This is an optimization exercise on Yosys and OpenROAD, whose aim is small area and a short achievable clock period, not a production implementation.
Function was checked by simulation only, so behaviour that the tests miss may differ from the original.

==> v5: inputs <==
// dmem_bytelane
module dmem_bytelane #(
    parameter int ADDR_WIDTH = 32,
    parameter int MEM_WORDS  = 128,
    parameter int LATENCY    = 1
) (
    input  logic                  clk,
    input  logic                  rst_n,
    input  logic                  req,
    input  logic                  we,
    input  logic [1:0]            size,
    input  logic                  sign_ext,
    input  logic [ADDR_WIDTH-1:0] addr,
    input  logic [31:0]           wr_data,
    output logic [31:0]           rd_data,
    output logic                  busy,
    output logic                  done,
    output logic                  err
);
export LEC_CHECK = 0
export CAP_MARGIN = 20
export CORE_MARGIN = 2
export CORE_UTILIZATION = 55
export CTS_CLUSTER_DIAMETER = 100
export CTS_CLUSTER_SIZE = 30
export PLACE_DENSITY = 0.7
export SETUP_SLACK_MARGIN = 3.4
export SLEW_MARGIN = 20
export SYNTH_HIERARCHICAL = 1
create_clock -name core_clock -period 6.5 [get_ports {clk}]
run.sh (not shown) runs the stock make flow with config.mk's settings and CLKGATE_MAP_FILE= SYNTH_SCRIPT=/design/flow/synth_recipe.tcl, a recipe that flattens the netlist after the stock synthesis.
==> inputs of v19, as changes to v5 <==
==> flow/design.v (replaced) <==
module dmem_bytelane #(
    parameter int ADDR_WIDTH = 32,
    parameter int MEM_WORDS  = 128,
    parameter int LATENCY    = 1
) (
    input  logic                  clk,
    input  logic                  rst_n,
    input  logic                  req,
    input  logic                  we,
    input  logic [1:0]            size,
    input  logic                  sign_ext,
    input  logic [ADDR_WIDTH-1:0] addr,
    input  logic [31:0]           wr_data,
    output logic [31:0]           rd_data,
    output logic                  busy,
    output logic                  done,
    output logic                  err
);
    localparam int IDX_W = $clog2(MEM_WORDS);
    logic unused_addr_bits;
    assign unused_addr_bits = ^addr[ADDR_WIDTH-1:IDX_W+2];
    logic busy_q, done_q, err_q;
    logic accept, misaligned;
    assign accept = req && !busy_q;
    always_comb begin
        case (size)
            2'b00:   misaligned = 1'b0;
            2'b01:   misaligned = addr[0];
            2'b10:   misaligned = (addr[1:0] != 2'b00);
            default: misaligned = 1'b1;
        endcase
    end
    always_ff @(posedge clk or negedge rst_n) begin
        if (!rst_n) begin
            busy_q <= 1'b0;
            done_q <= 1'b0;
            err_q  <= 1'b0;
        end else begin
            busy_q <= accept && !misaligned;
            done_q <= busy_q;
            err_q  <= accept && misaligned;
        end
    end
    logic [3:0] be_d, be_q;
    logic       ld_q;
    always_comb begin
        case (size)
            2'b00:   be_d = 4'b0001 << addr[1:0];
            2'b01:   be_d = addr[1] ? 4'b1100 : 4'b0011;
            default: be_d = 4'b1111;
        endcase
    end
    always_ff @(posedge clk or negedge rst_n) begin
        if (!rst_n) begin
            be_q <= 4'b0000;
            ld_q <= 1'b0;
        end else begin
            be_q <= (accept && !misaligned && we) ? be_d : 4'b0000;
            ld_q <= accept && !misaligned && !we;
        end
    end
    logic [MEM_WORDS-1:0] wsel_q;      
    logic [31:0]          sdata_q;     
    logic [3:0]           lsel_q;      
    logic                 hsel_q;      
    logic                 sub_q;       
    logic                 byte_q;
    logic                 sign_q;
    logic [MEM_WORDS-1:0] wsel_d;
    for (genvar w = 0; w < MEM_WORDS; w++) begin : g_wsel
        assign wsel_d[w] = (addr[IDX_W+1:2] == w);
    end
    always_ff @(posedge clk) begin
        wsel_q <= wsel_d;
        case (size)
            2'b00:   sdata_q <= {4{wr_data[7:0]}};
            2'b01:   sdata_q <= {2{wr_data[15:0]}};
            default: sdata_q <= wr_data;
        endcase
        case (size)
            2'b00:   lsel_q <= 4'b0001 << addr[1:0];
            2'b01:   lsel_q <= addr[1] ? 4'b0100 : 4'b0001;
            default: lsel_q <= 4'b0001;
        endcase
        hsel_q <= (size == 2'b01) && addr[1];
        sub_q  <= (size != 2'b10);
        byte_q <= (size == 2'b00);
        sign_q <= sign_ext;
    end
    logic [MEM_WORDS*32-1:0] mem_q, mem_d;
    logic [MEM_WORDS*4-1:0]  wen, wen_n;
    for (genvar w = 0; w < MEM_WORDS; w++) begin : g_wen
        assign wen[4*w +: 4]   = {4{wsel_q[w]}} & be_q;
        assign wen_n[4*w +: 4] = ~({4{wsel_q[w]}} & be_q);
    end
    for (genvar w = 0; w < MEM_WORDS; w++) begin : g_word
        for (genvar b = 0; b < 32; b++) begin : g_bit
            dmem_ao22 u_next (
                .a0(wen[4*w + b/8]),   .b0(sdata_q[b]),
                .a1(wen_n[4*w + b/8]), .b1(mem_q[32*w + b]),
                .y (mem_d[32*w + b])
            );
        end
    end
    always_ff @(posedge clk) begin
        mem_q <= mem_d;
    end
    localparam int NGRP = (MEM_WORDS + 2) / 3;
    logic [NGRP*32-1:0]    grp_n;
    logic [31:0]           rword;
    for (genvar g = 0; g < NGRP; g++) begin : g_grp
        for (genvar b = 0; b < 32; b++) begin : g_bit
            if (3*g + 2 < MEM_WORDS) begin : g_3
                dmem_aoi222 u_rd (
                    .a0(wsel_q[3*g]),   .b0(mem_q[32*(3*g) + b]),
                    .a1(wsel_q[3*g+1]), .b1(mem_q[32*(3*g+1) + b]),
                    .a2(wsel_q[3*g+2]), .b2(mem_q[32*(3*g+2) + b]),
                    .y (grp_n[32*g + b])
                );
            end else begin : g_2
                dmem_aoi22 u_rd (
                    .a0(wsel_q[3*g]),   .b0(mem_q[32*(3*g) + b]),
                    .a1(wsel_q[3*g+1]), .b1(mem_q[32*(3*g+1) + b]),
                    .y (grp_n[32*g + b])
                );
            end
        end
    end
    for (genvar b = 0; b < 32; b++) begin : g_rword
        logic [NGRP-1:0] col_n;
        for (genvar g = 0; g < NGRP; g++) begin : g_col
            assign col_n[g] = grp_n[32*g + b];
        end
        assign rword[b] = ~&col_n;
    end
    logic [7:0]  b0;
    logic [7:0]  b1;
    logic        msb;
    logic        fill;
    logic [31:0] load_val;
    assign b0   = ({8{lsel_q[0]}} & rword[7:0])   | ({8{lsel_q[1]}} & rword[15:8]) |
                  ({8{lsel_q[2]}} & rword[23:16]) | ({8{lsel_q[3]}} & rword[31:24]);
    assign b1   = hsel_q ? rword[31:24] : rword[15:8];
    assign msb  = byte_q ? b0[7] : b1[7];
    assign fill = sign_q & msb;
    assign load_val[7:0]   = b0;
    assign load_val[15:8]  = byte_q ? {8{fill}} : b1;
    assign load_val[31:16] = sub_q ? {16{fill}} : rword[31:16];
    logic [31:0] rd_data_q;
    always_ff @(posedge clk or negedge rst_n) begin
        if (!rst_n)
            rd_data_q <= 32'd0;
        else if (ld_q)
            rd_data_q <= load_val;
    end
    assign rd_data = rd_data_q;
    assign busy    = busy_q;
    assign done    = done_q;
    assign err     = err_q;
endmodule
module dmem_ao22 (
    input  logic a0, b0, a1, b1,
    output logic y
);
    assign y = (a0 & b0) | (a1 & b1);
endmodule
module dmem_aoi222 (
    input  logic a0, b0, a1, b1, a2, b2,
    output logic y
);
    assign y = ~((a0 & b0) | (a1 & b1) | (a2 & b2));
endmodule
module dmem_aoi22 (
    input  logic a0, b0, a1, b1,
    output logic y
);
    assign y = ~((a0 & b0) | (a1 & b1));
endmodule
Settings changed: CORE_UTILIZATION 55 to 45, CTS_CLUSTER_DIAMETER 100 to unset, CTS_CLUSTER_SIZE 30 to unset, PLACE_DENSITY 0.7 to 0.6, SETUP_SLACK_MARGIN 3.4 to unset.
==> flow_summary_export.csv <==
group,metric,value,unit
synthesis,muxShareOfSynthArea,0.180,%
layout,antennaDiodeCount,20,
drt,dr_wl_met3,69200,um
status,status,"no timing/DRC/antenna violations",
synthesis,syn_area,144000,sq um
layout,clkCellAreaFrac,2.77,%
the above is filed under v5

==> flow_summary_export.csv <==
group,metric,value,unit
status,status,"no timing/DRC/antenna violations",
floorplan,rows,208,
worst_setup_path,critPathMaxStageDelay,1010,ps
worst_setup_path,reg2reg_from,"wsel_q[40]",
layout,clkCellAreaFrac,9.18,%
worst_setup_path,critPathTopFamily,"compound AO/OA/AOI/OAI gates",
layout,antennaDiodeCount,11,
drt,dr_wl_met3,53900,um
the above is filed under v19

port drivers added, routing unchanged:
Ports are ideal in the flow. The routed layouts listed here were re-timed in OpenROAD.
Step 1 (the two cells are an assumption about what drives the block):
set clk [get_ports {clk}]
set_driving_cell -lib_cell sky130_fd_sc_hd__clkbuf_16 $clk
set_driving_cell -lib_cell sky130_fd_sc_hd__buf_2 [delete_from_list [all_inputs] $clk]
Step 2 times the ports against the registers' clock, not the clock port: input delays grow and output delays shrink by t, the midpoint of the rising clock arrivals with the driver on.
a / b / c = ideal ports / drivers / drivers and shift; a / b = the first two.
run | t, ns | slack for setup (ns) | worst slew at a driven data input, ns
v5 | 1.006 | 3.104 / 3.011 / 2.005 | 0.28
v19 | 1.074 | 2.076 / 2.076 / 2.076 | 0.10
After both steps setup and hold are still met in every run listed. For v5, which loses most, drivers alone change the setup slack by -0.093 ns; drivers and shift together by -1.099 ns.
